From an optimization exercise on the open Yosys and OpenROAD flow, aimed at small area, a short achievable clock period and few clock cycles per item; shortcuts taken in it are not production practice. Where RTL was checked, it was by simulation tests only, not by an equivalence proof against the original. Only the layout flow was run in run 7; the RTL was not checked for function there. Power and IR drop assume default switching activity.

### design.v
package stk_pkg;
    localparam int K_MAX     = 8;
    localparam int SCORE_W   = 32;
    localparam int IDX_W     = 18;
    localparam int KCFG_W    = 4;
    localparam int MTDATA_W  = 56;
endpackage
module stk_gt
(
    input  logic [31:0] a,
    input  logic [31:0] bn,
    output logic        gt
);
    logic [31:0] b;
    assign b = ~bn;
    logic [31:0] g0, e0;
    logic [15:0] g1, e1;
    logic [7:0]  g2, e2;
    logic [3:0]  g3, e3;
    logic [1:0]  g4, e4;
    always_comb
    begin
        for (int i = 0; i < 31; i++)
        begin
            g0[i] = a[i] & ~b[i];
            e0[i] = ~(a[i] ^ b[i]);
        end
        g0[31] = ~a[31] & b[31];
        e0[31] = ~(a[31] ^ b[31]);
        for (int i = 0; i < 16; i++)
        begin
            g1[i] = g0[2*i+1] | (e0[2*i+1] & g0[2*i]);
            e1[i] = e0[2*i+1] & e0[2*i];
        end
        for (int i = 0; i < 8; i++)
        begin
            g2[i] = g1[2*i+1] | (e1[2*i+1] & g1[2*i]);
            e2[i] = e1[2*i+1] & e1[2*i];
        end
        for (int i = 0; i < 4; i++)
        begin
            g3[i] = g2[2*i+1] | (e2[2*i+1] & g2[2*i]);
            e3[i] = e2[2*i+1] & e2[2*i];
        end
        for (int i = 0; i < 2; i++)
        begin
            g4[i] = g3[2*i+1] | (e3[2*i+1] & g3[2*i]);
            e4[i] = e3[2*i+1] & e3[2*i];
        end
        gt = g4[1] | (e4[1] & g4[0]);
    end
endmodule
module streaming_top_k_selector_core
(
    input  logic         clk,
    input  logic         rst_n,
    input  logic         cfg_we,
    input  logic [3:0]   cfg_wdata,
    input  logic         s_tvalid,
    output logic         s_tready,
    input  logic [31:0]  s_tdata,
    input  logic         s_tlast,
    output logic         m_tvalid,
    input  logic         m_tready,
    output logic [55:0]  m_tdata,
    output logic [0:0]   m_tuser,
    output logic         m_tlast
);
    localparam logic [17:0] POS_LIMIT = 18'h3FFFF;
    logic [2:0]  kc_cfg;         
    logic [7:0]  km_cfg;         
    logic [7:0]  s2_km;
    logic [17:0] pos_reg;        
    logic        first_reg;      
    logic        rdy_reg;        
    logic        go_reg;         
    logic        s2_v;
    logic        s2_last;
    logic [2:0]  s2_kc;
    logic [31:0] s2_nscore;      
    logic [7:0]  bt_raw;         
    logic [7:0]  bt_reg;         
    logic [31:0] nsc_reg [8];    
    logic [17:0] ix_reg [8];
    logic [7:0]  vld_reg;        
    logic        act_reg;        
    logic [7:0]  owed_reg;       
    logic [7:0]  ofil_reg;       
    logic [7:0]  ptr;            
    logic        adj_reg;
    logic        out_v;
    logic        out_last;
    logic        rdy_out;
    logic        out_v_out;
    logic        out_user;
    logic [49:0] out_data;
    always_comb
    begin
        for (int j = 0; j < 8; j++)
        begin
            km_cfg[j] = (3'(j) <= kc_cfg);
            s2_km[j]  = (3'(j) <= s2_kc);
        end
    end
    logic [7:0]  chain;
    logic [7:0]  at;
    logic [7:0]  sd;
    logic [7:0]  hold;
    logic        ins;
    logic        adj;
    logic        s2_end;
    always_comb
    begin
        bt_reg   = bt_raw & {8{go_reg}};
        chain[0] = 1'b0;
        for (int m = 1; m < 8; m++)
        begin
            chain[m] = chain[m-1] || bt_reg[m-1];
        end
        ins = |bt_reg;
        for (int j = 0; j < 8; j++)
        begin
            ptr[j]   = owed_reg[j] && (j == 0 ? 1'b1 : !owed_reg[(j > 0) ? j - 1 : 0]);
        end
        adj = adj_reg;
        for (int m = 0; m < 8; m++)
        begin
            at[m] = bt_reg[m] && !chain[m];
            sd[m] = chain[m] && ((m == 0 ? 1'b1 : vld_reg[(m > 0) ? m - 1 : 0]) || adj);
            hold[m] = !(sd[m] || at[m]);
        end
        s2_end = go_reg && s2_last;
    end
    logic [7:0] gl;
    logic       gi;
    for (genvar j = 0; j < 8; j++)
    begin : g_cmp
        stk_gt u_gt (.a(s_tdata), .bn(nsc_reg[j]), .gt(gl[j]));
    end
    stk_gt u_gti (.a(s_tdata), .bn(s2_nscore), .gt(gi));
    logic        load;
    logic        drain_end;
    logic [49:0] pick;
    assign load      = act_reg && (!out_v || m_tready);
    assign drain_end = !(|(owed_reg & ~ptr));
    always_comb
    begin
        pick = '0;
        for (int j = 0; j < 8; j++)
        begin
            pick = pick | ({~nsc_reg[j], ix_reg[j]} & {50{ptr[j]}});
        end
    end
    logic        accept;
    logic        s2_keep;
    logic        s2_v_n;
    logic        s2_last_n;
    logic [7:0]  vld_ins;
    logic [7:0]  vld_n;
    logic        act_n;
    logic [7:0]  owed_n;
    logic [7:0]  ofil_n;
    logic [7:0]  owed_ld;
    logic [7:0]  ofil_ld;
    logic [7:0]  nedge_n;
    logic        adj_n;
    logic        out_v_n;
    logic [7:0]  bt_fix;
    logic [7:0]  bt_new;
    logic [7:0]  bt_n;
    logic        push;           
    logic        wait_n;
    logic        go_n;
    assign accept  = s_tvalid && rdy_reg;
    assign s2_keep = s2_v && !rdy_reg;
    assign push    = adj && ins;
    always_comb
    begin
        s2_v_n    = accept || s2_keep;
        s2_last_n = accept ? s_tlast : s2_last;
        out_v_n   = load || (out_v && !m_tready);
        vld_ins   = ins ? {vld_reg[6:0], 1'b1} : vld_reg;
        owed_ld = load ? (owed_reg & ~ptr) : owed_reg;
        ofil_ld = load ? (ofil_reg & ~ptr) : ofil_reg;
        if (s2_end)
        begin
            vld_n  = 8'd0;
            act_n  = 1'b1;
            owed_n = s2_km;
            ofil_n = s2_km & vld_ins;
        end
        else
        begin
            vld_n  = vld_ins;
            act_n  = act_reg && !(load && drain_end);
            owed_n = push ? {owed_ld[6:0], 1'b0} : owed_ld;
            ofil_n = push ? {ofil_ld[6:0], 1'b0} : ofil_ld;
        end
        for (int j = 0; j < 8; j++)
        begin
            nedge_n[j] = !vld_n[j] && (j == 0 ? 1'b1 : vld_n[(j > 0) ? j - 1 : 0]);
        end
        adj_n = act_n && |(owed_n & nedge_n);
        for (int m = 0; m < 8; m++)
        begin
            bt_fix[m] = s2_end
                     || (sd[m] && (m == 0 ? 1'b1 : !vld_reg[(m > 0) ? m - 1 : 0]))
                     || (hold[m] && !vld_reg[m]);
            bt_new[m] = km_cfg[m]
                     && (bt_fix[m]
                         || (sd[m] && gl[(m > 0) ? m - 1 : 0])
                         || (at[m] && gi)
                         || (hold[m] && gl[m]));
        end
        bt_n = s2_keep ? bt_raw : (accept ? bt_new : 8'd0);
        wait_n = s2_v_n && ((s2_last_n && act_n) || (adj_n && owed_n[7]));
        go_n   = s2_v_n && !wait_n;
    end
    assign s_tready = rdy_out;
    assign m_tvalid = out_v_out;
    assign m_tlast  = out_last;
    assign m_tuser  = out_user;
    assign m_tdata  = {6'b0, out_data};
    always_ff @(posedge clk or negedge rst_n)
    begin
        if (!rst_n)
        begin
            kc_cfg    <= 3'd3;
            first_reg <= 1'b1;
            rdy_reg   <= 1'b1;
            go_reg    <= 1'b0;
            s2_v      <= 1'b0;
            vld_reg   <= 8'd0;
            act_reg   <= 1'b0;
            adj_reg   <= 1'b0;
            out_v     <= 1'b0;
        end
        else
        begin
            if (cfg_we)
            begin
                if (cfg_wdata == 4'd0)
                    kc_cfg <= 3'd0;
                else if (cfg_wdata > 4'd8)
                    kc_cfg <= 3'd7;
                else
                    kc_cfg <= 3'(cfg_wdata - 4'd1);
            end
            if (accept)
            begin
                first_reg <= s_tlast;
            end
            rdy_reg <= !wait_n;
            go_reg  <= go_n;
            s2_v    <= s2_v_n;
            vld_reg <= vld_n;
            act_reg <= act_n;
            adj_reg <= adj_n;
            out_v   <= out_v_n;
        end
    end
    always_ff @(posedge clk)
    begin
        if (accept)
        begin
            if (first_reg)
                pos_reg <= '0;
            else if (pos_reg != POS_LIMIT)
                pos_reg <= pos_reg + 18'd1;
            s2_last  <= s_tlast;
            s2_kc    <= kc_cfg;
            s2_nscore <= ~s_tdata;
        end
        rdy_out   <= !wait_n;
        out_v_out <= out_v_n;
        bt_raw <= bt_n;
        for (int m = 0; m < 8; m++)
        begin
            nsc_reg[m] <= (nsc_reg[m] & {32{hold[m]}})
                        | (nsc_reg[(m > 0) ? m - 1 : 0] & {32{sd[m]}})
                        | (s2_nscore & {32{at[m]}});
            ix_reg[m] <= (ix_reg[m] & {18{hold[m]}})
                       | (ix_reg[(m > 0) ? m - 1 : 0] & {18{sd[m]}})
                       | (pos_reg & {18{at[m]}});
        end
        owed_reg <= owed_n;
        ofil_reg <= ofil_n;
        if (load)
        begin
            out_last <= drain_end;
            out_user <= |ofil_reg;
            out_data <= (|ofil_reg) ? pick : {32'h8000_0000, 18'b0};
        end
    end
endmodule
### run.sh
#!/bin/bash
# synth_recipe.tcl (not shown) runs the flow's synth.tcl, then flattens the netlist and writes it again
# the make line also repeats each setting of config.mk as NAME=value (left out here)
make -C /OpenROAD-flow-scripts/flow DESIGN_CONFIG=/design/flow/config.mk WORK_HOME=/design/flow/orfs CLKGATE_MAP_FILE= SYNTH_SCRIPT=/design/flow/synth_recipe.tcl finish
### config.mk
export PLATFORM = sky130hd
export DESIGN_NAME = streaming_top_k_selector_core
export DESIGN_NICKNAME = streaming_top_k_selector_core
export VERILOG_FILES = /design/flow/design.v
export SDC_FILE = /design/flow/constraint.sdc
export NUM_CORES = 4
export LEC_CHECK = 0
export CAP_MARGIN = 20
export CORE_MARGIN = 2
export CORE_UTILIZATION = 40
export CTS_BUF_LIST = sky130_fd_sc_hd__clkbuf_8 sky130_fd_sc_hd__clkbuf_16
export CTS_CLUSTER_DIAMETER = 120
export CTS_CLUSTER_SIZE = 25
export PLACE_DENSITY = 0.6
export SETUP_SLACK_MARGIN = 3.25
export SLEW_MARGIN = 20
### constraint.sdc
create_clock -name core_clock -period 6.0 [get_ports {clk}]
set_input_delay 1.2000 -clock core_clock [delete_from_list [all_inputs] [get_ports {clk}]]
set_output_delay 1.2000 -clock core_clock [all_outputs]
set_load 0.01 [all_outputs]
==> summary.txt, run 1 <==
max capacitance violation total 0; CTS Buf Count 26; GR met3 Demand/Resource approximately 7.1%; Most Used Layer, Global Route met2; Fin. Hold Viols 0; CORE AREA around 0.07 sq mm; P_int slightly above 9 mW; Peak VDD IR between 400 and 500 uV; Distinct cells, synth a little over 70; Rows 97; status finished clean; Mapped Cells 3186; Final period util between 40% and 50%; P_sw between 8 and 9 mW; DRT antenna net count 0; GP Congestion between 0.9 and 1; clk sinks 550; layout net count 3544; global-route wire length before repair approximately 170 mm; RSZ-0062 raised after global routing true; total die area between 0.07 and 0.08 sq mm; Total Power about 18 mW; min-delay src ix_reg[7][14]$_DFF_P_; largest net degree at the start of global routing 54; Rel. slew slack roughly a fifth; area leader, netlist dfxtp_1; share of layout cells above drive strength 1 between 10% and 20%; Antenna Cells 0; DRC 0; Cell Area, Synth 0.0286 sq mm; PwrDens 555 mW/mm^2; number of global-route vias before repair 26100; post-DR vias/cell 6.48; switching part of the total around half; startpoint class of the critical path flip-flop; Post-DP Area 0.0305 sq mm; die height around 270 um; GRT overflow 0; Area Growth Syn to Fin 13.9%; worst-margin pin slew between 1 and 1.5 ns; CTS tree built; IO buf count between 90 and 100; clock tree buffer depth 3; post-synthesis register bit count 550; Worst Skew a little over 0.04 ns; async set or reset register ratio after synthesis under 10%; Initial DRC Count roughly 3500; initial antenna violation count 0; Vias 27100; CP max FO 31; endpoint class of the critical path flip-flop; logic gate share of total power between 40 and 50%; DRT Pass-1 Iters 6; critical path launch point go_reg$_DFF_PN0_; synthesized area per cell about 9 sq um; die width approximately 270 um; clk slew on worst S/H paths roughly 0.12 ns; HP Class reg2reg; Routed WL between 100 and 150 mm; Reg-to-Reg Start go_reg$_DFF_PN0_; met2 usage between 40 and 50%; max reg flops around 220; Tmin final ~2.8 ns; H-tree depth 1; Ys Warns 6; Synth Flop Type dfxtp_1; starting density of the core 40.6%; Pleak 14.0 nW; Req. time, crit path around 6.5 ns; all-layer global routing usage a little under a third; CP arrival approximately 3.3 ns; dpl hpwl slightly below 70 mm; # IOs between 100 and 150; Flop pwr share about 40%; Seq/Total Area, Yosys around 45%; Clock power frac approximately an eighth; top post-synthesis cells by area dfxtp_1 (26%), edfxtp_1 (17%), ha_1 (12%); post-synth top area share about a quarter; Post-synth EDFFs between 150 and 200; root buf cell clkbuf_16; Clock Latency Late Sink 0.65 ns; # hold bufs at CTS 0; setup TNS 0 ns; fmax 352 MHz; Wirelength per Cell 28.4 um; Slew Viols, Final 0; final instance area approximately 0.033 sq mm; kind of critical path reg2reg; met1 Use GR a little over two fifths; final setup violation count 0
==> path summary, 6_finish.rpt <==
kind                                      endpoint  slack [ns]  cells after the start
hold / removal               ix_reg[7][14]$_DFF_P_        0.45                      2
setup reg to reg           bt_raw[2]$_SDFFCE_PN0N_        3.16                      6
setup / recovery           bt_raw[2]$_SDFFCE_PN0N_        3.16                      6
hold reg to reg              ix_reg[7][14]$_DFF_P_        0.45                      2
min in group asynchronous     vld_reg[7]$_DFF_PN0_        1.07                      1
max in group asynchronous         go_reg$_DFF_PN0_        4.27                      1
==> layer usage <==
metal,vias to the layer above,wire [um]
li1,11800,-
met1,13000,46900
met2,1875,51200
met3,398,14400
met4,0,6320
met5,-,0
==> repair_timing <==
action | in CTS | in global routing
cloned | 12 | 0
pin swaps | 45 | 39
endpoints found under the setup margin | 291 | 151
resized for setup | 255 | 105
buffers inserted | 38 | 22
==> per-stage QoR <==
stage	cells	hold slack (ns)	util [%]	setup WS (ns)
2_1_floorplan	3191	0.422	-	3.06
3_3_place_gp	4061	0.429	43.3	1.50
3_5_place_dp	4061	0.434	43.3	1.56
4_1_cts	4159	0.452	45.6	3.10
5_1_grt	4181	0.473	46.2	3.08
6_report	4181	0.449	46.2	3.16
==> area by class of cell <==
| type | instances | area, sq um |
|---|---|---|
| Timing Repair Buffer | 203 | 1800 |
| Clock buffer | 27 | 676 |
| Multi-Input combinational cell | 2380 | 15800 |
| Fill cell | 6660 | 37800 |
| Tap cell | 940 | 1180 |
| Inverter | 58 | 251 |
| Timing Repair inverter | 2 | 23.8 |
| Clock inverter | 21 | 96.3 |
| Sequential cell | 550 | 12700 |
==> Yosys cell counts, drive strengths merged (3+ instances only) <==
master	n
a2111oi	7
a211oi	26
a21boi	6
a21o	16
a21oi	139
a221o	4
a221oi	28
a22o	18
a22oi	385
a31oi	35
and2	3
and3	13
and3b	3
and4	13
buf	30
clkbuf	180
dfrtp	14
dfstp	4
dfxtp	368
edfxtp	164
ha	281
inv	57
mux2i	9
nand2	800
nand2b	19
nand3	33
nand4	39
nor2	152
nor2b	15
nor3	24
nor3b	3
nor4	5
o2111ai	4
o211ai	9
o21a	4
o21ai	89
o21bai	5
o22ai	131
o31ai	4
or3	3
or4	4
xnor2	3
xor2	10
==> cells in the final DEF (no fill, tap or decap), types with 13 or more instances in the layout <==
cell type,n
o22ai_1,130
a221oi_1,21
nand3_1,33
clkbuf_16,27
nand2_1,795
nor2_4,18
a21o_1,16
o21ai_0,64
buf_6,15
a21oi_1,127
dlymetal6s2s_1,14
o21ai_1,19
nand4_1,39
nor2_1,135
a22o_1,18
nor3_1,13
a31oi_1,32
buf_4,94
inv_1,73
a211oi_1,13
edfxtp_1,164
clkdlybuf4s50_1,43
ha_1,269
buf_2,15
a22oi_1,384
dfxtp_1,368
dfrtp_1,13
==> worst max-delay path: stages (launching register included) <==
cell and delay (ns):
dfrtp_2 0.62, nor3b_1 0.26, and2_2 0.23, nor2_4 0.69, buf_4 0.62, nand2b_1 0.11, a31oi_1 0.14
==> cells by family (layout without fill, tap and decap cells) <==
kind of cell	after synthesis	count (layout)	share of synthesized area, %
xor gates and xnor gates	13	13	0.399
and+or+nand+nor	1134	1140	16.5
DFF	550	550	44.6
muxes	10	10	0.355
buffers and inverters	268	311	3.69
other	1	6	0.0131
adders and majority gates	281	281	12.3
AOI/OAI and AO/OA	929	930	22.1
==> power groups by stage <==
stage               Clock (mW)  Combinational [mW]  Sequential [mW]
detailed placement           0                7.75             7.13
global route              2.28                9.37             7.28
CTS                       2.16                8.26             7.08
finish                    2.14                8.79             7.14
global placement             0                7.59             7.09
floorplan                    0                4.79             6.55
Testbench counts, summed over its fixed seeds: cycles 20,684, items 20,354.
==> run 2: changes to the inputs <==
--- a/config.mk
+++ b/config.mk
@@ -14,3 +14,3 @@
 export PLACE_DENSITY = 0.6
-export SETUP_SLACK_MARGIN = 3.25
+export SETUP_SLACK_MARGIN = 3.6
 export SLEW_MARGIN = 20
==> run 2 against run 1 <==
Net effect:
- sequential share of layout area shrank 2.5 points
- worst hold slack better by 0.0076 ns
- clock power is 4% lower
==> summary.txt, run 2 <==
CTS tree built; global-route wire length before repair 176 mm (+1.4%); most frequent cell after synthesis nand2_1; Vias 28100 (+3.6%); PwrDens 557 mW/mm^2 (+0.37%); DRT antenna net count 0 (unchanged); Wirelength per Cell 29.9 um (+5.3%); largest family of logic cells by synthesized area compound AO/OA/AOI/OAI gates; DRT Pass-1 Iters 9 (+3); die width 271 um (unchanged); synthesized area per cell 8.97 sq um (unchanged); post-synthesis register bit count 550 (unchanged); GRT overflow 0 (unchanged); synth cell count leaders nand2_1 (800), a22oi_1 (385), dfxtp_1 (368); Rel. slew slack 29.4% (+9.4 points); CORE AREA 0.0704 sq mm (unchanged); CP max FO 6 (-81%); Pleak 14.8 nW (+5.4%); HP Class reg2reg; DRC 0 (unchanged); Initial DRC Count 4228 (+20%); Cell Area, Synth 0.0286 sq mm (unchanged); Min-Delay Endpoint ix_reg[7][5]$_DFF_P_; clock tree buffer depth 3 (unchanged); status finished clean; share of layout cells above drive strength 1 18.6% (+8.5 points); Post-synth EDFFs 164 (unchanged); top post-synthesis cells by area dfxtp_1 (26%), edfxtp_1 (17%), ha_1 (12%); Routed WL 128 mm (+7.7%); simple-gate area share of the yosys netlist 16.5% (unchanged); Worst Reg2Reg Path Length in Cells 11 (+5); area leader, netlist dfxtp_1; Total Power 19.4 mW (+7.2%); all-layer global routing usage 31.8% (+0.57 points); post-synthesis mux area share 0.355% (unchanged); layout net count 3637 (+2.6%); CP arrival 3.29 ns (-0.05 ns); Final period util 47.2% (-0.062 points); max incr delay on CP 0.32 ns (-0.37 ns); Mapped Cells 3186 (unchanged); max reg flops 224 (unchanged); final hold slack 0.457 ns (+0.00762 ns); Area Growth Syn to Fin 21.6%; root buf cell clkbuf_16; min-delay src ix_reg[7][5]$_DFF_P_; async set or reset register ratio after synthesis 3.27% (unchanged); Worst Skew 0.0258 ns (-0.0155 ns); FF-to-FF End rdy_out$_DFF_P_; H-tree depth 1 (unchanged); critical-path cell list buf_12, buf_8, ha_1, nand3_1, o2bb2ai_1, o21ai_2, a21oi_2, o21ai_2, a21oi_2, o31a_1, a211oi_2; post-synthesis share of cell area spent on full adders, half adders and majority gates 12.3% (unchanged); startpoint class of the critical path primary input; Tmin final 2.83 ns (-0.00374 ns); die height 271 um (unchanged); Peak VDD IR 370 uV (-15%); Final WS setup 3.17 ns (+0.00374 ns); starting density of the core 40.6% (unchanged); Synth Flop Type dfxtp_1; worst-margin pin slew 1.06 ns (-0.141 ns); Reg-to-Reg Start bt_raw[1]$_SDFFCE_PN0N_; setup TNS 0 ns (unchanged); kind of critical path in2reg; clk slew on worst S/H paths 0.12 ns (about the same); total die area 0.0736 sq mm (unchanged); dpl hpwl 68.1 mm (+1.1%); number of global-route vias before repair 26200 (+0.52%); IO buf count 95 (unchanged); Distinct cells, synth 72 (unchanged); # hold bufs at CTS 0 (unchanged); hold depth 2 (unchanged); Synth Area in Compound Gates 22.1% (unchanged); initial antenna violation count 3 (+3); post-synth top area share 25.8% (unchanged); Req. time, crit path 6.46 ns (-0.04 ns); CP max stage cell o31a_1; Ys Warns 6 (unchanged); fmax 353 MHz (+0.13%); Rows 97 (unchanged); clk sinks 550 (unchanged); Placement Setup Slack 1.38 ns (-0.173 ns); GP Congestion 0.934 (about the same); largest net degree at the start of global routing 54 (unchanged); # IOs 102 (unchanged); Seq/Total Area, Yosys 44.6% (unchanged); endpoint class of the critical path flip-flop; RSZ-0062 raised after global routing true; CTS Buf Count 25 (-3.8%); Clock Latency Late Sink 0.63 ns (-0.02 ns); post-DR vias/cell 6.56 (+1.3%); final setup violation count 0 (unchanged); most frequent cells in the layout nand2_1 (709), a22oi_1 (371), dfxtp_1 (367), ha_1 (253), edfxtp_1 (164); Fin. Hold Viols 0 (unchanged); Slew Viols, Final 0 (unchanged); max capacitance violation total 0 (unchanged); most common cell after layout, fill and taps aside nand2_1; flop2flop setup slack 3.26 ns (+0.10 ns); post-synthesis xor/xnor area fraction 0.399% (unchanged)
run 2: what timing repair did:
action | CTS | global route
pin swaps | 76 | 140
resized for setup | 574 | 312
setup endpoints to repair | 552 | 390
setup buffers | 58 | 65
cloned | 19 | 22
run 2: area by class of cell:
| class | count | area (sq um) |
|---|---|---|
| multi-input cells | 2385 | 16600 |
| repair inverters | 2 | 23.8 |
| fillers | 6440 | 35600 |
| clock buffers | 25 | 626 |
| well taps | 940 | 1180 |
| diodes | 2 | 5.00 |
| flip-flops and latches | 550 | 12800 |
| inverters | 58 | 251 |
| clock inverters | 21 | 83.8 |
| repair buffers | 292 | 3180 |
run 2: critical path: cells and delay by family:
family / cells / cell delay [ns]
compound gates: 7 / 1.51
simple gates: 1 / 0.07
fa+ha+maj: 1 / 0.27
buf+inv: 2 / 0.24
run 2: cells by family (layout without fill, tap and decap cells):
family | after synthesis | in the layout
AOI/OAI and AO/OA | 929 | 930
xor gates and xnor gates | 13 | 13
other | 1 | 8
muxes | 10 | 10
DFF | 550 | 550
and+or+nand+nor | 1134 | 1145
adders and majority gates | 281 | 281
buffers and inverters | 268 | 398
run 2: where the power goes:
part | total (mW) | switching [mW] | internal, mW
Combinational | 10.1 | 6.47 | 3.64
Clock | 2.05 | 1.28 | 0.769
Sequential | 7.22 | 1.69 | 5.53
run 2: how the worst max path moves through the flow:
stage,start,cells after the start,slack (ns),end
global placement,s_tdata[1],10,1.38,bt_raw[2]$_SDFFCE_PN0N_
finish,s_tdata[1],11,3.17,bt_raw[5]$_SDFFCE_PN0N_
floorplan,s_tdata[1],9,3.06,bt_raw[2]$_SDFFCE_PN0N_
global route,s_tdata[1],11,3.15,bt_raw[5]$_SDFFCE_PN0N_
detailed placement,s_tdata[1],10,1.38,bt_raw[2]$_SDFFCE_PN0N_
CTS,s_tdata[5],11,3.27,bt_raw[7]$_SDFFCE_PN0N_
run 2: through the flow:
| stage | area [sq um] | std cells | utilization (%) |
|---|---|---|---|
| finish | 34800 | 4275 | 49.4 |
| global route | 34700 | 4273 | 49.4 |
| CTS | 32400 | 4185 | 46.1 |
| detailed placement | 30600 | 4062 | 43.4 |
| global placement | 30600 | 4062 | 43.4 |
| floorplan | 28800 | 3191 | - |
run 2: metal layers:
layer	GRT usage [%]	wire length, um
met1	42.3	49100
met2	48.4	53600
met3	6.70	16500
met4	16.9	8790
met5	0	11
==> run 3: changes to the inputs <==
--- a/config.mk
+++ b/config.mk
@@ -9,3 +9,3 @@
 export CORE_MARGIN = 2
-export CORE_UTILIZATION = 40
+export CORE_UTILIZATION = 50
 export CTS_BUF_LIST = sky130_fd_sc_hd__clkbuf_8 sky130_fd_sc_hd__clkbuf_16
@@ -13,4 +13,4 @@
 export CTS_CLUSTER_SIZE = 25
-export PLACE_DENSITY = 0.6
-export SETUP_SLACK_MARGIN = 3.6
+export PLACE_DENSITY = 0.7
+export SETUP_SLACK_MARGIN = 3.5
 export SLEW_MARGIN = 20
==> run 3 against run 2 <==
Net effect:
- clock power barely moved
- critical endpoint is now bt_raw[7]$_SDFFCE_PN0N_
- critical path depth fell by 1
- flip-flop and latch count did not move
- still clean
- critical path type is now reg2reg
- highest routed layer unchanged
- largest power group unchanged
- maximum frequency rose by 0.48%
==> summary.txt, run 3 <==
GRT overflow 0 (unchanged); post-synth top area share 25.8% (unchanged); starting density of the core 50.7% (+10 points); Distinct cells, synth 72 (unchanged); Synth Flop Type dfxtp_1; # hold bufs at CTS 0 (unchanged); clk sinks 550 (unchanged); most used cell, CP nor2_4; Critical Path Sink bt_raw[7]$_SDFFCE_PN0N_; GP Congestion 0.968 (+3.6%); DRT antenna net count 0 (unchanged); root buf cell clkbuf_16; post-synthesis register bit count 550 (unchanged); CP arrival 3.29 ns (about the same); HP Class reg2reg; simple-gate area share of the yosys netlist 16.5% (unchanged); final setup violation count 0 (unchanged); max incr delay on CP 0.58 ns (+0.26 ns); DRT Pass-1 Iters 8 (-1); CTS tree built; synthesized area per cell 8.97 sq um (unchanged); Final period util 47.0% (-0.23 points); CORE AREA 0.0564 sq mm (-20%); clock tree buffer depth 3 (unchanged); PwrDens 555 mW/mm^2 (-0.52%); post-synthesis xor/xnor area fraction 0.399% (unchanged); Reg-to-Reg Start bt_raw[2]$_SDFFCE_PN0N_; largest family of logic cells by synthesized area compound AO/OA/AOI/OAI gates; max capacitance violation total 0 (unchanged); Tmin final 2.82 ns (-0.0137 ns); most frequent cell after synthesis nand2_1; Rows 87 (-10%); Slew Viols, Final 0 (unchanged); Initial DRC Count 3987 (-5.7%); Post-synth EDFFs 164 (unchanged); Synth Area in Compound Gates 22.1% (unchanged); CP max FO 3 (-3); synth cell count leaders nand2_1 (800), a22oi_1 (385), dfxtp_1 (368); Total Power 18.3 mW (-5.5%); max reg flops 224 (unchanged); Vias 27700 (-1.3%); area leader, netlist dfxtp_1; DRC 0 (unchanged); total die area 0.0591 sq mm (-20%); Clock Latency Late Sink 0.65 ns (+0.02 ns); share of layout cells above drive strength 1 12.4% (-6.2 points); most frequent cells in the layout nand2_1 (761), a22oi_1 (383), dfxtp_1 (368), ha_1 (263), edfxtp_1 (164); post-synthesis share of cell area spent on full adders, half adders and majority gates 12.3% (unchanged); post-synthesis mux area share 0.355% (unchanged); number of global-route vias before repair 26400 (+0.59%); async set or reset register ratio after synthesis 3.27% (unchanged); global-route wire length before repair 167 mm (-5.0%); die width 243 um (-10%); layout net count 3565 (-2.0%); Final WS setup 3.18 ns (+0.0137 ns); IO buf count 95 (unchanged); Area Growth Syn to Fin 15.6%; all-layer global routing usage 37.1% (+5.3 points); fmax 355 MHz (+0.48%); clk slew on worst S/H paths 0.12 ns (about the same); startpoint class of the critical path flip-flop; # IOs 102 (unchanged); Peak VDD IR 376 uV (+1.6%); Pleak 14.2 nW (-3.7%); largest net degree at the start of global routing 53 (-1.9%); Worst Reg2Reg Path Length in Cells 10 (-1); endpoint class of the critical path flip-flop; die height 243 um (-10%); worst-margin pin slew 1.12 ns (+0.0629 ns); post-DR vias/cell 6.89 (+5.0%); setup TNS 0 ns (unchanged); initial antenna violation count 2 (-1); Placement Setup Slack 1.23 ns (-0.152 ns); CTS Buf Count 25 (unchanged); critical path launch point bt_raw[2]$_SDFFCE_PN0N_; Req. time, crit path 6.47 ns (about the same); dpl hpwl 64.1 mm (-6.0%); Rel. slew slack 25.2% (-4.2 points); Ys Warns 6 (unchanged); Routed WL 116 mm (-9.7%); Cell Area, Synth 0.0286 sq mm (unchanged); Worst Skew 0.0484 ns (+0.0226 ns); critical-path cell list buf_6, or4_4, nor4_4, buf_4, nor2_4, nor2_4, buf_12, nand2_4, o21a_1, a311oi_1; min-delay src ix_reg[7][4]$_DFF_P_; Mapped Cells 3186 (unchanged); top post-synthesis cells by area dfxtp_1 (26%), edfxtp_1 (17%), ha_1 (12%); Fin. Hold Viols 0 (unchanged); Wirelength per Cell 28.7 um (-4.0%); FF-to-FF End bt_raw[7]$_SDFFCE_PN0N_; status finished clean; CP max stage cell or4_4; flop2flop setup slack 3.18 ns (-0.08 ns); Seq/Total Area, Yosys 44.6% (unchanged); most common cell after layout, fill and taps aside nand2_1; RSZ-0062 raised after global routing true; final design utilization 58.6% (+9.2 points); H-tree depth 1 (unchanged); kind of critical path reg2reg
run 3: cell counts after synthesis:
Identical to the previous run, type by type.
run 3: layer usage:
layer	GRT usage [%]	part of all wire, %
met2	56.8	43
met5	0	0.016
met3	7.88	13
met4	22.7	6.8
met1	48.1	37
run 3: layout make-up:
class,instances,area [sq um]
Clock buffer,25,626
Timing Repair Buffer,223,2300
Tap cell,756,946
Multi-Input combinational cell,2382,16000
Inverter,58,251
Clock inverter,21,95.1
Fill cell,4842,23400
Antenna cell,1,2.50
Timing Repair inverter,2,23.8
Sequential cell,550,12700
run 3: worst min-delay path by stage:
stage	end	slack (ns)	cells after the start
6_report	ix_reg[7][4]$_DFF_P_	0.46	2
5_1_grt	ix_reg[7][4]$_DFF_P_	0.48	2
4_1_cts	ix_reg[7][17]$_DFF_P_	0.45	2
3_5_place_dp	ix_reg[7][17]$_DFF_P_	0.43	2
3_3_place_gp	ix_reg[7][4]$_DFF_P_	0.43	2
2_1_floorplan	ix_reg[7][11]$_DFF_P_	0.42	2
run 3: per-stage QoR:
stage	area (sq um)	hold WS, ns	cells
6_report	33000	0.459	4018
5_1_grt	33000	0.483	4017
4_1_cts	32100	0.448	3984
3_5_place_dp	30300	0.433	3874
3_3_place_gp	30300	0.430	3874
2_1_floorplan	28800	0.422	3191
run 3: kinds of logic after synthesis:
family / Yosys count
XOR/XNOR: 13
AO/OA/AOI/OAI: 929
flip-flops: 550
other: 1
adder cells (fa/ha/maj): 281
multiplexers: 10
buffers and inverters: 268
AND/OR/NAND/NOR: 1134
run 3: critical path, delay by kind of cell, from the launching register on:
kind / cells / cell delay, ns
simple gates: 5 / 1.25
buf+inv: 3 / 0.49
flops: 1 / 0.45
compound gates: 2 / 0.45
run 3: report_power, final:
group	switching, mW	internal [mW]
Clock	1.25	0.774
Sequential	1.64	5.53
Combinational	5.91	3.21
Total	8.81	9.51
run 3: repair_timing:
action / in CTS / in global routing
pin swaps: 59 / 62
setup buffers: 50 / 26
resized for setup: 409 / 159
endpoints found under the setup margin: 463 / 257
gates cloned: 14 / 7
==> run 4: changes to the inputs <==
--- a/config.mk
+++ b/config.mk
@@ -9,3 +9,3 @@
 export CORE_MARGIN = 2
-export CORE_UTILIZATION = 50
+export CORE_UTILIZATION = 40
 export CTS_BUF_LIST = sky130_fd_sc_hd__clkbuf_8 sky130_fd_sc_hd__clkbuf_16
@@ -13,3 +13,3 @@
 export CTS_CLUSTER_SIZE = 25
-export PLACE_DENSITY = 0.7
+export PLACE_DENSITY = 0.6
 export SETUP_SLACK_MARGIN = 3.5
==> run 4 against run 3 <==
Net effect:
- still clean on timing, DRC and antenna
- die area is 25% higher
- flip-flop and latch count stayed put
- worst hold slack worse by 0.011 ns
- first-iteration DRC count is 4.3% lower
- global-route usage is 6.2 points lower
- wire length is 2.8% higher
- total power is 0.64% lower
- critical path type is now in2reg
- largest cell class unchanged
==> summary.txt, run 4 <==
Clock Latency Late Sink 0.63 ns (-0.02 ns); Routed WL 119 mm (+2.8%); Worst Skew 0.0309 ns (-0.0175 ns); Wirelength per Cell 28.2 um (-1.8%); Cell Area, Synth 0.0286 sq mm (unchanged); RSZ-0062 raised after global routing true; total die area 0.0736 sq mm (+25%); HP Class reg2reg; top post-synthesis cells by area dfxtp_1 (26%), edfxtp_1 (17%), ha_1 (12%); endpoint class of the critical path flip-flop; # hold bufs at CTS 0 (unchanged); Post-synth EDFFs 164 (unchanged); FF+latch area 0.0128 sq mm (about the same); kind of critical path in2reg; setup TNS 0 ns (unchanged); IO buf count 95 (unchanged); clock tree buffer depth 3 (unchanged); post-DR vias/cell 6.47 (-6.0%); worst-margin pin slew 1.19 ns (+0.0721 ns); Fin. Hold Viols 0 (unchanged); GP Congestion 0.958 (-1.1%); Ys Warns 6 (unchanged); synthesized area per cell 8.97 sq um (unchanged); Final WS setup 3.27 ns (+0.0907 ns); synth cell count leaders nand2_1 (800), a22oi_1 (385), dfxtp_1 (368); status finished clean; Req. time, crit path 6.39 ns (-0.08 ns); DRT antenna net count 0 (unchanged); Initial DRC Count 3816 (-4.3%); CORE AREA 0.0704 sq mm (+25%); Reg-to-Reg Start go_reg$_DFF_PN0_; global-route wire length before repair 174 mm (+3.9%); dpl hpwl 67.3 mm (+5.0%); largest net degree at the start of global routing 54 (+1.9%); Area Growth Syn to Fin 16.1%; max reg flops 224 (unchanged); die width 271 um (+12%); die height 271 um (+12%); DRT Pass-1 Iters 7 (-1); area leader, netlist dfxtp_1; Critical Path Sink bt_raw[2]$_SDFFCE_PN0N_; Rel. slew slack 20.4% (-4.8 points); initial antenna violation count 4 (+2); Filler cells 6638 (+37%); H-tree depth 1 (unchanged); clk sinks 550 (unchanged); all-layer global routing usage 30.9% (-6.2 points); Slew Viols, Final 0 (unchanged); CTS Buf Count 26 (+4.0%); most frequent cells in the layout nand2_1 (790), a22oi_1 (384), dfxtp_1 (368), ha_1 (259), edfxtp_1 (164); flop2flop setup slack 3.28 ns (+0.10 ns); PwrDens 549 mW/mm^2 (-1.0%); share of layout cells above drive strength 1 12.0% (-0.35 points); Post-DP Area 0.0305 sq mm (+0.82%); Final period util 45.5% (-1.5 points); logic gate share of total power 48.9% (-0.9 points); GRT overflow 0 (unchanged); P_sw 8.77 mW (-0.44%); Vias 27200 (-1.7%); starting density of the core 40.6% (-10 points); async set or reset register ratio after synthesis 3.27% (unchanged); Worst Reg2Reg Path Length in Cells 7 (-3); Distinct cells, synth 72 (unchanged); CP max FO 10 (+7); Multi-input gate area 0.0160 sq mm (-0.26%); Pleak 14.2 nW (-0.28%); Rows 97 (+11%); layout net count 3568 (+0.084%); Placement Setup Slack 1.42 ns (+0.191 ns); CP arrival 3.11 ns (-0.18 ns); most common cell after layout, fill and taps aside nand2_1; post-synth top area share 25.8% (unchanged); final instance area 0.0332 sq mm (+0.40%); most frequent cell after synthesis nand2_1; final setup violation count 0 (unchanged); Tmin final 2.73 ns (-0.0907 ns); Synth Flop Type dfxtp_1; DRC 0 (unchanged); max capacitance violation total 0 (unchanged); startpoint class of the critical path primary input; Total Power 18.2 mW (-0.64%); Peak VDD IR 289 uV (-23%); FF-to-FF End bt_raw[1]$_SDFFCE_PN0N_; Clock power frac 11.8% (+0.7 points); Flop pwr share 39.3% (+0.2 points); post-synthesis register bit count 550 (unchanged); CTS tree built; number of global-route vias before repair 26300 (-0.12%); Mapped Cells 3186 (unchanged); root buf cell clkbuf_16; clk slew on worst S/H paths 0.11 ns (about the same); critical path launch point s_tdata[25]; Seq/Total Area, Yosys 44.6% (unchanged); fmax 366 MHz (+3.3%); P_int 9.43 mW (-0.83%); switching part of the total 48.2% (+0.099 points); # IOs 102 (unchanged)
-- run 4: cell count changes in the layout (fill, tap and decap cells not counted), sizes merged --
cell           delta
clkdlybuf4s15     +7
nor2              -2
inv               -5
or4               -1
and3              +2
bufbuf            -1
clkbuf            -6
dlygate4sd2       -4
clkinv            +3
buf              +11
-- run 4: through the flow --
stage / hold WS, ns / std cells / util [%]
after floorplan: 0.422 / 3191 / -
after global placement: 0.430 / 4061 / 43.4
after detailed placement: 0.433 / 4061 / 43.4
after CTS: 0.449 / 4183 / 46.5
after global routing: 0.462 / 4205 / 47.1
final: 0.447 / 4206 / 47.1
-- run 4: worst max-delay path, stage by stage --
cell      delay (ns)
buf_8           0.13
ha_4            0.24
a21o_1          0.15
a221o_1         0.35
a221oi_4        0.32
o211ai_1        0.17
buf_4           0.19
a221oi_1        0.24
a31oi_1         0.12
-- run 4: worst min path at each step --
stage,from,cells past startpoint,to
after floorplan,ix_reg[7][11]$_DFF_P_,2,ix_reg[7][11]$_DFF_P_
after global placement,ix_reg[7][11]$_DFF_P_,2,ix_reg[7][11]$_DFF_P_
after detailed placement,ix_reg[7][1]$_DFF_P_,2,ix_reg[7][1]$_DFF_P_
after CTS,ix_reg[7][1]$_DFF_P_,2,ix_reg[7][1]$_DFF_P_
after global routing,ix_reg[7][1]$_DFF_P_,2,ix_reg[7][1]$_DFF_P_
final,ix_reg[7][1]$_DFF_P_,2,ix_reg[7][1]$_DFF_P_
-- run 4: timing repair --
action | in CTS | in global routing
setup buffers | 61 | 17
hold endpoints to repair | 0 | 0
gates cloned | 13 | 5
endpoints found under the setup margin | 484 | 274
pin swaps | 71 | 10
resized for setup | 459 | 74
-- run 4: layer usage --
| layer | part of all wire [%] | wire, um | vias up | global-route usage (%) |
|---|---|---|---|---|
| met4 | 5.4 | 6390 | 4 | 13.9 |
| met3 | 11 | 13400 | 415 | 5.31 |
| met5 | 0.020 | 24 | - | 0 |
| met1 | 40 | 47700 | 13100 | 42.8 |
| li1 | - | - | 11900 | - |
| met2 | 43 | 51400 | 1854 | 47.3 |
-- run 4: cell families (layout without fill, tap and decap cells) --
kind of cell    Yosys count  count (layout)  synth area share [%]
mux                      10              10                 0.355
compound gates          929             930                  22.1
other cells               1               7                0.0131
xor+xnor                 13              13                 0.399
buf+inv                 268             334                  3.69
fa+ha+maj               281             281                  12.3
flops                   550             550                  44.6
simple gates           1134            1141                  16.5
-- run 4: cell type report --
type / instances / area share (%)
multi-input combinational: 2381 / 48.2
clock inverter: 19 / 0.260
clock buffer: 29 / 2.15
sequential: 550 / 38.5
antenna: 1 / 0.00755
timing repair inverter: 2 / 0.0717
inverter: 58 / 0.766
timing repair buffer: 226 / 6.50
tap: 940 / 3.55
-- run 4: power by group through the flow --
stage                     Clock, mW  Sequential (mW)  Combinational (mW)
after CTS                      2.17             7.07                8.36
after detailed placement          0             7.14                7.75
after global placement            0             7.09                7.60
final                          2.16             7.14                8.90
after global routing           2.30             7.30                9.50
after floorplan                   0             6.55                4.81
==> run 5: changes to the inputs <==
--- a/config.mk
+++ b/config.mk
@@ -11,4 +11,4 @@
 export CTS_BUF_LIST = sky130_fd_sc_hd__clkbuf_8 sky130_fd_sc_hd__clkbuf_16
-export CTS_CLUSTER_DIAMETER = 120
-export CTS_CLUSTER_SIZE = 25
+export CTS_CLUSTER_DIAMETER = 100
+export CTS_CLUSTER_SIZE = 20
 export PLACE_DENSITY = 0.6
==> run 5 against run 4 <==
Net effect:
- setup slack worse by 0.059 ns
- global-route usage rose by 0.12 points
- combinational power rose by 1%
- register-to-register slack worse by 0.02 ns
- largest cell class unchanged
==> summary.txt, run 5 <==
Seq/Total Area, Yosys 44.6% (unchanged); DRT Pass-1 Iters 8 (+1); max reg flops 224 (unchanged); initial antenna violation count 3 (-1); all-layer global routing usage 31.1% (+0.12 points); Tmin final 2.79 ns (+0.0592 ns); total die area 0.0736 sq mm (unchanged); post-synthesis register bit count 550 (unchanged); CORE AREA 0.0704 sq mm (unchanged); global-route wire length before repair 174 mm (+0.13%); CP arrival 3.24 ns (+0.13 ns); Vias 27500 (+0.85%); Synth Flop Type dfxtp_1; GRT overflow 0 (unchanged); Mapped Cells 3186 (unchanged); # IOs 102 (unchanged); Peak VDD IR 277 uV (-4.2%); IO buf count 95 (unchanged); max incr delay on CP 0.26 ns (-0.09 ns); status finished clean; Final period util 46.5% (+0.99 points); most used cell, CP buf_4; Final WS setup 3.21 ns (-0.0592 ns); clk slew on worst S/H paths 0.09 ns (-0.02 ns); endpoint class of the critical path flip-flop; largest net degree at the start of global routing 54 (unchanged); final setup violation count 0 (unchanged); Distinct cells, synth 72 (unchanged); Pleak 14.5 nW (+2.0%); HP Class reg2reg; post-DR vias/cell 6.48 (+0.14%); CTS tree built; worst-margin pin slew 1.15 ns (-0.0410 ns); CP max FO 8 (-2); startpoint class of the critical path primary input; CP top delay family buffers and inverters; clock tree buffer depth 3 (unchanged); GP Congestion 0.958 (unchanged); synth cell count leaders nand2_1 (800), a22oi_1 (385), dfxtp_1 (368); root buf cell clkbuf_16; starting density of the core 40.6% (unchanged); top post-synthesis cells by area dfxtp_1 (26%), edfxtp_1 (17%), ha_1 (12%); most common cell after layout, fill and taps aside nand2_1; CTS Buf Count 34 (+31%); Ys Warns 6 (unchanged); Filler cells 6538 (-1.5%); Post-synth EDFFs 164 (unchanged); critical-path cell list buf_8, clkinvlp_4, buf_12, ha_4, and4_4, nand4_1, buf_4, o211ai_1, buf_4, buf_6, a21oi_2, a31oi_1; die height 271 um (unchanged); H-tree depth 2 (+1); Placement Setup Slack 1.42 ns (unchanged); area leader, netlist dfxtp_1; Fin. Hold Viols 0 (unchanged); PwrDens 551 mW/mm^2 (+0.46%); Initial DRC Count 3773 (-1.1%); Wirelength per Cell 28.2 um (about the same); layout net count 3593 (+0.70%); setup TNS 0 ns (unchanged); clk sinks 550 (unchanged); post-synth top area share 25.8% (unchanged); DRT antenna net count 0 (unchanged); share of layout cells above drive strength 1 13.1% (+1.1 points); Worst Skew 0.0260 ns (-0.00491 ns); Req. time, crit path 6.45 ns (+0.06 ns); Area Growth Syn to Fin 18.6%; async set or reset register ratio after synthesis 3.27% (unchanged); dpl hpwl 67.3 mm (unchanged); DRC 0 (unchanged); RSZ-0062 raised after global routing true; most frequent cell after synthesis nand2_1; Bufs and invs on worst path 6 (+4); # hold bufs at CTS 0 (unchanged); die width 271 um (unchanged); CP max stage cell ha_4; flop2flop setup slack 3.26 ns (-0.02 ns); Rows 97 (unchanged); Routed WL 120 mm (+0.62%); synthesized area per cell 8.97 sq um (unchanged); number of global-route vias before repair 26300 (-0.068%); most frequent cells in the layout nand2_1 (790), a22oi_1 (384), dfxtp_1 (367), ha_1 (254), edfxtp_1 (164); max capacitance violation total 0 (unchanged); fmax 359 MHz (-2.1%); Clock Latency Late Sink 0.61 ns (-0.02 ns); kind of critical path in2reg; Rel. slew slack 23.1% (+2.7 points); Slew Viols, Final 0 (unchanged); Cell Area, Synth 0.0286 sq mm (unchanged)
## run 5: cell types whose count changed in the layout (fill, tap and decap cells not counted), moves of 5 or more
cell	previous run	this run
ha_1	259	254
buf_2	11	6
buf_12	14	19
clkbuf_16	31	42
buf_4	105	114
dlygate4sd2_1	8	28
o21ai_0	60	54
clkbuf_2	6	0
ha_4	21	27
clkdlybuf4s15_1	38	26
## run 5: path summary, 6_finish.rpt
kind                                       from  depth (start not counted)                       to
min in group asynchronous                 rst_n                          1     vld_reg[7]$_DFF_PN0_
max in group asynchronous                 rst_n                          1         go_reg$_DFF_PN0_
hold reg to reg            ix_reg[7][0]$_DFF_P_                          2     ix_reg[7][0]$_DFF_P_
setup reg to reg               go_reg$_DFF_PN0_                          7  bt_raw[1]$_SDFFCE_PN0N_
setup / recovery                    s_tdata[31]                         12  bt_raw[3]$_SDFFCE_PN0N_
hold / removal             ix_reg[7][0]$_DFF_P_                          2     ix_reg[7][0]$_DFF_P_
## run 5: per-layer routing
metal / GRT usage, % / vias to the layer above / wire (um)
met5: 0.578 / - / 13
met4: 15.1 / 2 / 6480
met3: 5.72 / 442 / 12800
met2: 46.8 / 1916 / 52000
met1: 42.8 / 13200 / 48200
li1: - / 11900 / -
## run 5: final cells by class
| type | instances | area, sq um | share of cell area, % |
|---|---|---|---|
| repair buffers | 242 | 2460 | 7.26 |
| multi-input cells | 2382 | 16200 | 47.8 |
| repair inverters | 2 | 23.8 | 0.0702 |
| clock buffers | 36 | 890 | 2.63 |
| well taps | 940 | 1180 | 3.47 |
| diodes | 1 | 2.50 | 0.00739 |
| inverters | 58 | 254 | 0.750 |
| flip-flops and latches | 550 | 12800 | 37.6 |
| clock inverters | 25 | 133 | 0.391 |
## run 5: cell families after synthesis
group	count (synthesis)	synth area share, %
mux	10	0.355
xor+xnor	13	0.399
simple gates	1134	16.5
fa+ha+maj	281	12.3
buf+inv	268	3.69
flops	550	44.6
other cells	1	0.0131
compound gates	929	22.1
## run 5: what timing repair did
item / in CTS / in global routing
pin swaps: 74 / 53
setup buffers: 59 / 33
gates cloned: 11 / 10
setup endpoints to repair: 485 / 248
hold endpoints to repair: 0 / 0
resized for setup: 434 / 119
## run 5: stage by stage
stage	hold slack (ns)	utilization, %	instances	power (mW)	instance area [sq um]
2_1_floorplan	0.422	-	3191	11.4	28800
3_3_place_gp	0.430	43.4	4061	14.7	30500
3_5_place_dp	0.433	43.4	4061	14.9	30500
4_1_cts	0.446	46.8	4192	17.9	32900
5_1_grt	0.459	48.1	4235	19.6	33900
6_report	0.446	48.1	4236	18.7	33900
## run 5: power breakdown
group	switching (mW)	internal, mW	total (mW)
clock network	1.40	1.10	2.50
registers	1.63	5.53	7.16
logic	5.91	3.11	9.02
## run 5: worst min-delay path, delay by kind of cell (launching register included)
family	cells	cell delay (ns)
flops	1	0.32
simple gates	2	0.09
==> run 6: changes to the inputs <==
--- a/config.mk
+++ b/config.mk
@@ -10,5 +10,3 @@
 export CORE_UTILIZATION = 40
-export CTS_BUF_LIST = sky130_fd_sc_hd__clkbuf_8 sky130_fd_sc_hd__clkbuf_16
-export CTS_CLUSTER_DIAMETER = 100
-export CTS_CLUSTER_SIZE = 20
+export CTS_BUF_LIST = sky130_fd_sc_hd__clkbuf_4 sky130_fd_sc_hd__clkbuf_8
 export PLACE_DENSITY = 0.6
==> run 6 against run 5 <==
Net effect:
- still clean on timing, DRC and antenna
- clock skew is 0.045 ns higher
- non-clock buffer count is 2 higher
- register-to-register slack better by 0.08 ns
- wire length is 2.3% higher
- flip-flop and latch count stayed put
- area after synthesis stayed put
- maximum frequency is 4.8% higher
- critical path depth is 2 lower
- global-route usage is 0.68 points higher
- die area stayed put
- combinational power is 0.7% higher
- critical endpoint is now bt_raw[0]$_SDFFCE_PN0N_
- largest cell class unchanged
==> summary.txt, run 6 <==
CP max stage cell a221o_1; FF-to-FF End bt_raw[0]$_SDFFCE_PN0N_; most frequent cells in the layout nand2_1 (791), a22oi_1 (385), dfxtp_1 (368), ha_1 (256), edfxtp_1 (164); HP Class reg2reg; kind of critical path in2reg; die width 271 um (unchanged); Mapped Cells 3186 (unchanged); async set or reset register ratio after synthesis 3.27% (unchanged); die height 271 um (unchanged); max incr delay on CP 0.36 ns (+0.10 ns); Tmin final 2.66 ns (-0.128 ns); Flop pwr share 35.4% (-2.9 points); synth cell count leaders nand2_1 (800), a22oi_1 (385), dfxtp_1 (368); Area Growth Syn to Fin 21.6%; met2 usage 47.1% (+0.28 points); P_int 10.9 mW (+11%); clock tree buffer depth 3 (unchanged); P_sw 9.33 mW (+4.4%); max capacitance violation total 0 (unchanged); area leader, netlist dfxtp_1; post-DR vias/cell 6.42 (-0.92%); Reg-to-Reg Start s2_nscore[24]$_DFFE_PP_; root buf cell clkbuf_8; Worst Reg2Reg Path Length in Cells 9 (+2); all-layer global routing usage 31.7% (+0.68 points); IO buf count 95 (unchanged); Ys Warns 6 (unchanged); Routed WL 122 mm (+2.3%); max reg flops 224 (unchanged); largest net degree at the start of global routing 53 (-1.9%); Distinct cells, synth 72 (unchanged); Most Used Layer, Global Route met2; status finished clean; Min-Delay Endpoint ix_reg[7][0]$_DFF_P_; synthesized area per cell 8.97 sq um (unchanged); DRT antenna net count 0 (unchanged); DRT Pass-1 Iters 7 (-1); Clock Latency Late Sink 0.76 ns (+0.15 ns); min-delay src ix_reg[7][0]$_DFF_P_; PwrDens 581 mW/mm^2 (+5.4%); Seq/Total Area, Yosys 44.6% (unchanged); Pleak 15.0 nW (+3.8%); final hold slack 0.441 ns (-0.00439 ns); setup TNS 0 ns (unchanged); post-synthesis register bit count 550 (unchanged); share of layout cells above drive strength 1 17.9% (+4.7 points); Final period util 44.3% (-2.1 points); most common cell after layout, fill and taps aside nand2_1; Clock power frac 19.6% (+6.2 points); DRC 0 (unchanged); CORE AREA 0.0704 sq mm (unchanged); initial antenna violation count 3 (unchanged); CTS tree built; Wirelength per Cell 28.0 um (-0.59%); met1 Use GR 42.7% (-0.045 points); Fin. Hold Viols 0 (unchanged); Req. time, crit path 6.49 ns (+0.04 ns); CP arrival 3.15 ns (-0.09 ns); number of global-route vias before repair 27100 (+3.0%); logic gate share of total power 45.0% (-3.3 points); Slew Viols, Final 0 (unchanged); Synth Flop Type dfxtp_1; GP Congestion 0.958 (unchanged); endpoint class of the critical path flip-flop; total die area 0.0736 sq mm (unchanged); switching part of the total 46.2% (-1.6 points); final setup violation count 0 (unchanged); Rows 97 (unchanged); Initial DRC Count 4096 (+8.6%); startpoint class of the critical path primary input; critical-path cell list buf_8, ha_4, a21o_1, a221o_1, a221oi_2, o211ai_1, buf_4, buf_4, o21ai_2, a21oi_1; top post-synthesis cells by area dfxtp_1 (26%), edfxtp_1 (17%), ha_1 (12%); fmax 376 MHz (+4.8%); post-synth top area share 25.8% (unchanged); layout net count 3658 (+1.8%); dpl hpwl 67.3 mm (unchanged); GRT overflow 0 (unchanged); CP max FO 10 (+2); CTS Buf Count 97 (+190%); Post-synth EDFFs 164 (unchanged); Worst Skew 0.0705 ns (+0.0445 ns); clk sinks 550 (unchanged); H-tree depth 3 (+1); Cell Area, Synth 0.0286 sq mm (unchanged); global-route wire length before repair 177 mm (+1.9%); hold depth 2 (unchanged); clk slew on worst S/H paths 0.07 ns (-0.02 ns); Placement Setup Slack 1.42 ns (unchanged); Rel. slew slack 27.4% (+4.3 points); Vias 28000 (+2.0%); # IOs 102 (unchanged); most used cell, CP buf_4; GR met3 Demand/Resource 7.41% (+1.7 points); # hold bufs at CTS 0 (unchanged); most frequent cell after synthesis nand2_1; Final WS setup 3.34 ns (+0.128 ns); RSZ-0062 raised after global routing true; flop2flop setup slack 3.34 ns (+0.08 ns); starting density of the core 40.6% (unchanged); worst-margin pin slew 1.09 ns (-0.0638 ns); Peak VDD IR 385 uV (+39%)
[run 6: cell counts after synthesis]
Identical to the previous run, type by type.
[run 6: cell type report]
| class | count | area [sq um] |
|---|---|---|
| Timing Repair inverter | 2 | 23.8 |
| Clock inverter | 30 | 347 |
| Inverter | 58 | 254 |
| Timing Repair Buffer | 244 | 2190 |
| Antenna cell | 2 | 5.00 |
| Tap cell | 940 | 1180 |
| Fill cell | 6528 | 35700 |
| Multi-Input combinational cell | 2382 | 16200 |
| Sequential cell | 550 | 12800 |
| Clock buffer | 151 | 1830 |
[run 6: stage by stage]
stage | power [mW] | utilization, % | instances | cell area (sq um)
floorplan | 11.4 | - | 3191 | 28800
global placement | 14.7 | 43.4 | 4061 | 30500
detailed placement | 14.9 | 43.4 | 4061 | 30500
CTS | 19.4 | 48.1 | 4318 | 33800
global route | 21.1 | 49.3 | 4358 | 34700
finish | 20.2 | 49.3 | 4359 | 34700
[run 6: routing by layer]
| layer | up-vias | share of wire (%) |
|---|---|---|
| met1 | 13400 | 40 |
| met5 | - | 0 |
| li1 | 12100 | - |
| met2 | 1972 | 42 |
| met4 | 0 | 6.1 |
| met3 | 513 | 12 |
[run 6: logic make-up (layout without fill, tap and decap cells)]
logic type / after synthesis / count (layout) / synth area share (%)
muxes: 10 / 10 / 0.355
adders and majority gates: 281 / 281 / 12.3
other: 1 / 8 / 0.0131
buffers and inverters: 268 / 485 / 3.69
and+or+nand+nor: 1134 / 1142 / 16.5
xor gates and xnor gates: 13 / 13 / 0.399
AOI/OAI and AO/OA: 929 / 930 / 22.1
DFF: 550 / 550 / 44.6
[run 6: repair_timing]
item / in CTS / in global routing
gates cloned: 15 / 8
gates resized for setup: 564 / 100
endpoints found under the hold margin: 0 / 0
setup buffers: 61 / 31
pin swaps: 77 / 45
setup endpoints to repair: 475 / 183
[run 6: critical path: cells and delay by family]
family          cells  cell delay, ns
buf+inv             3            0.47
fa+ha+maj           1            0.24
compound gates      6            1.22
[run 6: power by group through the flow]
stage          logic (mW)  clock network, mW  registers (mW)
2_1_floorplan        4.81                  0            6.55
3_3_place_gp         7.60                  0            7.09
3_5_place_dp         7.75                  0            7.14
4_1_cts              8.33               3.98            7.08
5_1_grt              9.66               4.16            7.30
6_report             9.08               3.95            7.15
[run 6: worst max-delay path by stage]
stage,start,end,slack [ns],depth (start not counted)
after floorplan,s_tdata[1],bt_raw[2]$_SDFFCE_PN0N_,3.06,9
after global placement,s_tdata[1],bt_raw[2]$_SDFFCE_PN0N_,1.41,10
after detailed placement,s_tdata[1],bt_raw[2]$_SDFFCE_PN0N_,1.42,10
after CTS,out_data[47]$_SDFFCE_PN0P_,m_tdata[47],3.36,1
after global routing,s2_nscore[12]$_DFFE_PP_,bt_raw[7]$_SDFFCE_PN0N_,3.30,11
final,s_tdata[25],bt_raw[0]$_SDFFCE_PN0N_,3.34,10
==> run 7: changes to the inputs <==
--- a/design.v
+++ b/design.v
@@ -214,3 +214,3 @@
         end
-        bt_n = s2_keep ? bt_raw : (accept ? bt_new : 8'd0);
+        bt_n = (bt_raw & {8{s2_keep}}) | (bt_new & {8{accept}});
         wait_n = s2_v_n && ((s2_last_n && act_n) || (adj_n && owed_n[7]));
--- a/config.mk
+++ b/config.mk
@@ -10,3 +10,5 @@
 export CORE_UTILIZATION = 40
-export CTS_BUF_LIST = sky130_fd_sc_hd__clkbuf_4 sky130_fd_sc_hd__clkbuf_8
+export CTS_BUF_LIST = sky130_fd_sc_hd__clkbuf_8 sky130_fd_sc_hd__clkbuf_16
+export CTS_CLUSTER_DIAMETER = 120
+export CTS_CLUSTER_SIZE = 25
 export PLACE_DENSITY = 0.6
==> run 7 against run 6 <==
Net effect:
- still clean on timing, DRC and antenna
- setup slack worse by 0.40 ns
- cell count is 3.3% lower
- die area is 0.20% higher
- flip-flop and latch count stayed put
- via count is 3.3% lower
- critical path depth is 1 higher
- total power is 11% lower
- clock power is 48% lower
- largest cell class unchanged
- largest power group unchanged
==> summary.txt, run 7 <==
status finished clean; CP max stage cell and4b_2; Tmin final 3.06 ns (+0.397 ns); area leader, netlist dfxtp_1; Bufs and invs on worst path 2 (-1); Worst Skew 0.0314 ns (-0.0392 ns); # hold bufs at CTS 0 (unchanged); Synth Area in Compound Gates 22.7% (+0.55 points); Ys Warns 6 (unchanged); PwrDens 536 mW/mm^2 (-7.8%); Initial DRC Count 3445 (-16%); die height 272 um (+0.10%); CTS Buf Count 25 (-74%); Wirelength per Cell 28.2 um (+0.68%); Flop pwr share 40.1% (+4.7 points); # IOs 102 (unchanged); HP Class reg2reg; post-synthesis xor/xnor area fraction 0.398% (-0.00082 points); clk slew on worst S/H paths 0.11 ns (+0.04 ns); post-DR vias/cell 6.43 (about the same); switching part of the total 47.9% (+1.7 points); CORE AREA 0.0711 sq mm (+1.0%); final setup violation count 0 (unchanged); critical-path cell list buf_8, clkinvlp_4, ha_4, nand4_1, and4b_2, nor3b_4, a221o_1, a311o_1, nor3b_2, a2111oi_2, o21ai_1; Pleak 14.2 nW (-5.2%); most frequent cells in the layout nand2_1 (773), a22oi_1 (387), dfxtp_1 (372), ha_1 (226), edfxtp_1 (156); simple-gate area share of the yosys netlist 16.4% (-0.13 points); layout net count 3569 (-2.4%); share of layout cells above drive strength 1 13.2% (-4.7 points); Final period util 51.0% (+6.6 points); clk sinks 550 (unchanged); number of global-route vias before repair 26000 (-4.1%); DRT Pass-1 Iters 6 (-1); P_sw 8.63 mW (-7.5%); largest family of logic cells by synthesized area compound AO/OA/AOI/OAI gates; Total Power 18.0 mW (-11%); Rows 98 (+1.0%); Synth Flop Type dfxtp_1; GP Congestion 0.956 (-0.26%); largest net degree at the start of global routing 53 (unchanged); DRT antenna net count 0 (unchanged); setup TNS 0 ns (unchanged); P_int 9.37 mW (-14%); RSZ-0062 raised after global routing true; die width 272 um (+0.10%); most common cell after layout, fill and taps aside nand2_1; worst-margin pin slew 1.16 ns (+0.0707 ns); root buf cell clkbuf_16; initial antenna violation count 1 (-2); Cell Area, Synth 0.0286 sq mm (+0.21%); Antenna Cells 0 (-2); fmax 327 MHz (-13%); kind of critical path in2reg; Distinct cells, synth 71 (-1.4%); Area Growth Syn to Fin 17.4%; post-synth top area share 26.3% (+0.51 points); DRC 0 (unchanged); synthesized area per cell 9.00 sq um (+0.36%); FF+latch area 0.0127 sq mm (-0.55%); CP arrival 3.57 ns (+0.42 ns); post-synthesis register bit count 550 (unchanged); top post-synthesis cells by area dfxtp_1 (26%), edfxtp_1 (16%), ha_1 (12%); total die area 0.0737 sq mm (+0.20%); clock tree buffer depth 3 (unchanged); flop2flop setup slack 3.23 ns (-0.11 ns); Req. time, crit path 6.51 ns (+0.02 ns); dpl hpwl 69.4 mm (+3.1%); Routed WL 119 mm (-2.6%); Multi-input gate area 0.0166 sq mm (+2.8%); starting density of the core 40.3% (-0.33 points); Mapped Cells 3181 (-0.16%); Peak VDD IR 280 uV (-27%); most frequent cell after synthesis nand2_1; CP max FO 3 (-7); Post-synth EDFFs 156 (-4.9%); max incr delay on CP 0.33 ns (-0.03 ns); Clock Latency Late Sink 0.63 ns (-0.13 ns); H-tree depth 1 (-2); GRT overflow 0 (unchanged); post-synthesis mux area share 0.459% (+0.10 points); CTS tree built; logic gate share of total power 48.5% (+3.5 points); all-layer global routing usage 31.1% (-0.66 points); CP top delay family compound AO/OA/AOI/OAI gates; post-synthesis share of cell area spent on full adders, half adders and majority gates 12.3% (-0.025 points); Filler cells 6685 (+2.4%); Slew Viols, Final 0 (unchanged); max reg flops 224 (unchanged); synth cell count leaders nand2_1 (780), a22oi_1 (388), dfxtp_1 (376); Seq/Total Area, Yosys 44.2% (-0.37 points); async set or reset register ratio after synthesis 3.27% (unchanged); Clock power frac 11.4% (-8.2 points); startpoint class of the critical path primary input; IO buf count 95 (unchanged); Rel. slew slack 22.6% (-4.7 points); Vias 27100 (-3.3%); max capacitance violation total 0 (unchanged); Fin. Hold Viols 0 (unchanged); global-route wire length before repair 173 mm (-2.1%); endpoint class of the critical path flip-flop
[run 7: timing repair]
action                                  4_1_cts  5_1_grt
setup buffers                                49       35
pin swaps                                    91       54
cloned                                       11        0
gates resized for setup                     470      107
endpoints found under the setup margin      470      263
[run 7: kinds of logic after synthesis]
group	Yosys count
simple gates	1121
compound gates	942
flops	550
fa+ha+maj	281
buf+inv	260
xor+xnor	13
mux	13
other cells	1
[run 7: worst min-delay path, delay by kind of cell, from the launching register on]
family           cells  cell delay (ns)
DFF                  1             0.32
and+or+nand+nor      2             0.09
[run 7: layout make-up]
class	count	area share, %
repair inverters	2	0.0372
clock inverters	21	0.250
flip-flops and latches	550	37.7
clock buffers	25	1.86
multi-input cells	2385	49.4
repair buffers	223	6.41
inverters	59	0.708
well taps	950	3.54
[run 7: power by group through the flow]
stage	Clock [mW]	Combinational, mW	Sequential [mW]
2_1_floorplan	0	4.75	6.59
3_5_place_dp	0	7.66	7.20
5_1_grt	2.21	9.31	7.37
6_report	2.05	8.73	7.22
3_3_place_gp	0	7.51	7.15
4_1_cts	2.07	8.27	7.15
[run 7: path summary, 6_finish.rpt]
kind                                         from                    to  cells past startpoint
setup / recovery                      s_tdata[31]     bt_raw[5]$_DFF_P_                     11
hold reg to reg              ix_reg[7][3]$_DFF_P_  ix_reg[7][3]$_DFF_P_                      2
hold / removal               ix_reg[7][3]$_DFF_P_  ix_reg[7][3]$_DFF_P_                      2
setup reg to reg           nsc_reg[5][31]$_DFF_P_     bt_raw[5]$_DFF_P_                     10
min in group asynchronous                   rst_n     act_reg$_DFF_PN0_                      1
max in group asynchronous                   rst_n      go_reg$_DFF_PN0_                      1
[run 7: metrics by stage]
step,hold slack (ns),area (sq um),setup slack (ns),cells,utilization [%]
final,0.449,33600,2.94,4215,47.2
after global routing,0.478,33600,2.93,4215,47.2
after CTS,0.450,32900,2.91,4180,46.3
after detailed placement,0.434,30800,1.17,4074,43.3
after global placement,0.432,30800,1.13,4074,43.3
after floorplan,0.422,28900,2.78,3186,-
[run 7: routing by layer]
layer	routed length, um	track usage, %	vias to the layer above
met5	12	0	-
met4	6000	14.2	2
met1	47700	41.8	13000
li1	-	-	11900
met2	52100	47.9	1780
met3	13300	6.63	374

re-timing with driven ports:
The results above use ideal ports. As a check the final layouts listed here were re-extracted and re-timed, cells and wires unchanged.
Step 1 (the two cells are an assumption about what drives the block):
set clk [get_ports {clk}]
set_driving_cell -lib_cell sky130_fd_sc_hd__clkbuf_16 $clk
set_driving_cell -lib_cell sky130_fd_sc_hd__buf_2 [delete_from_list [all_inputs] $clk]
Step 2, shift: input delay + t, output delay - t, t = (earliest + latest rising clock arrival at the registers) / 2. This alone moves slack from input paths to output paths.
Three values: ideal ports, drivers, drivers and shift; two values: the first two.
run	shift t [ns]	slack for setup (ns)	hold WS [ns]	slew at the worst register clock pin (ns)	cell pins on the clock port's net
run 1	0.696	3.162 / 3.162 / 2.511	0.449 / 0.449 / 0.449	0.12 / 0.12	1
run 2	0.689	3.166 / 3.186 / 2.497	0.457 / 0.457 / 0.457	0.12 / 0.12	1
run 3	0.685	3.180 / 3.180 / 2.509	0.459 / 0.459 / 0.459	0.12 / 0.12	1
run 4	0.687	3.270 / 3.281 / 2.597	0.447 / 0.447 / 0.447	0.11 / 0.11	1
run 5	0.659	3.211 / 3.205 / 2.546	0.446 / 0.446 / 0.446	0.10 / 0.10	1
run 6	0.788	3.339 / 3.344 / 2.567	0.441 / 0.441 / 0.441	0.07 / 0.07	1
run 7	0.677	2.942 / 2.941 / 2.264	0.449 / 0.449 / 0.449	0.12 / 0.12	1
After both steps setup and hold are still met in every run listed. For run 6, which loses most, drivers alone change the setup slack by +0.005 ns; drivers and shift together by -0.772 ns.
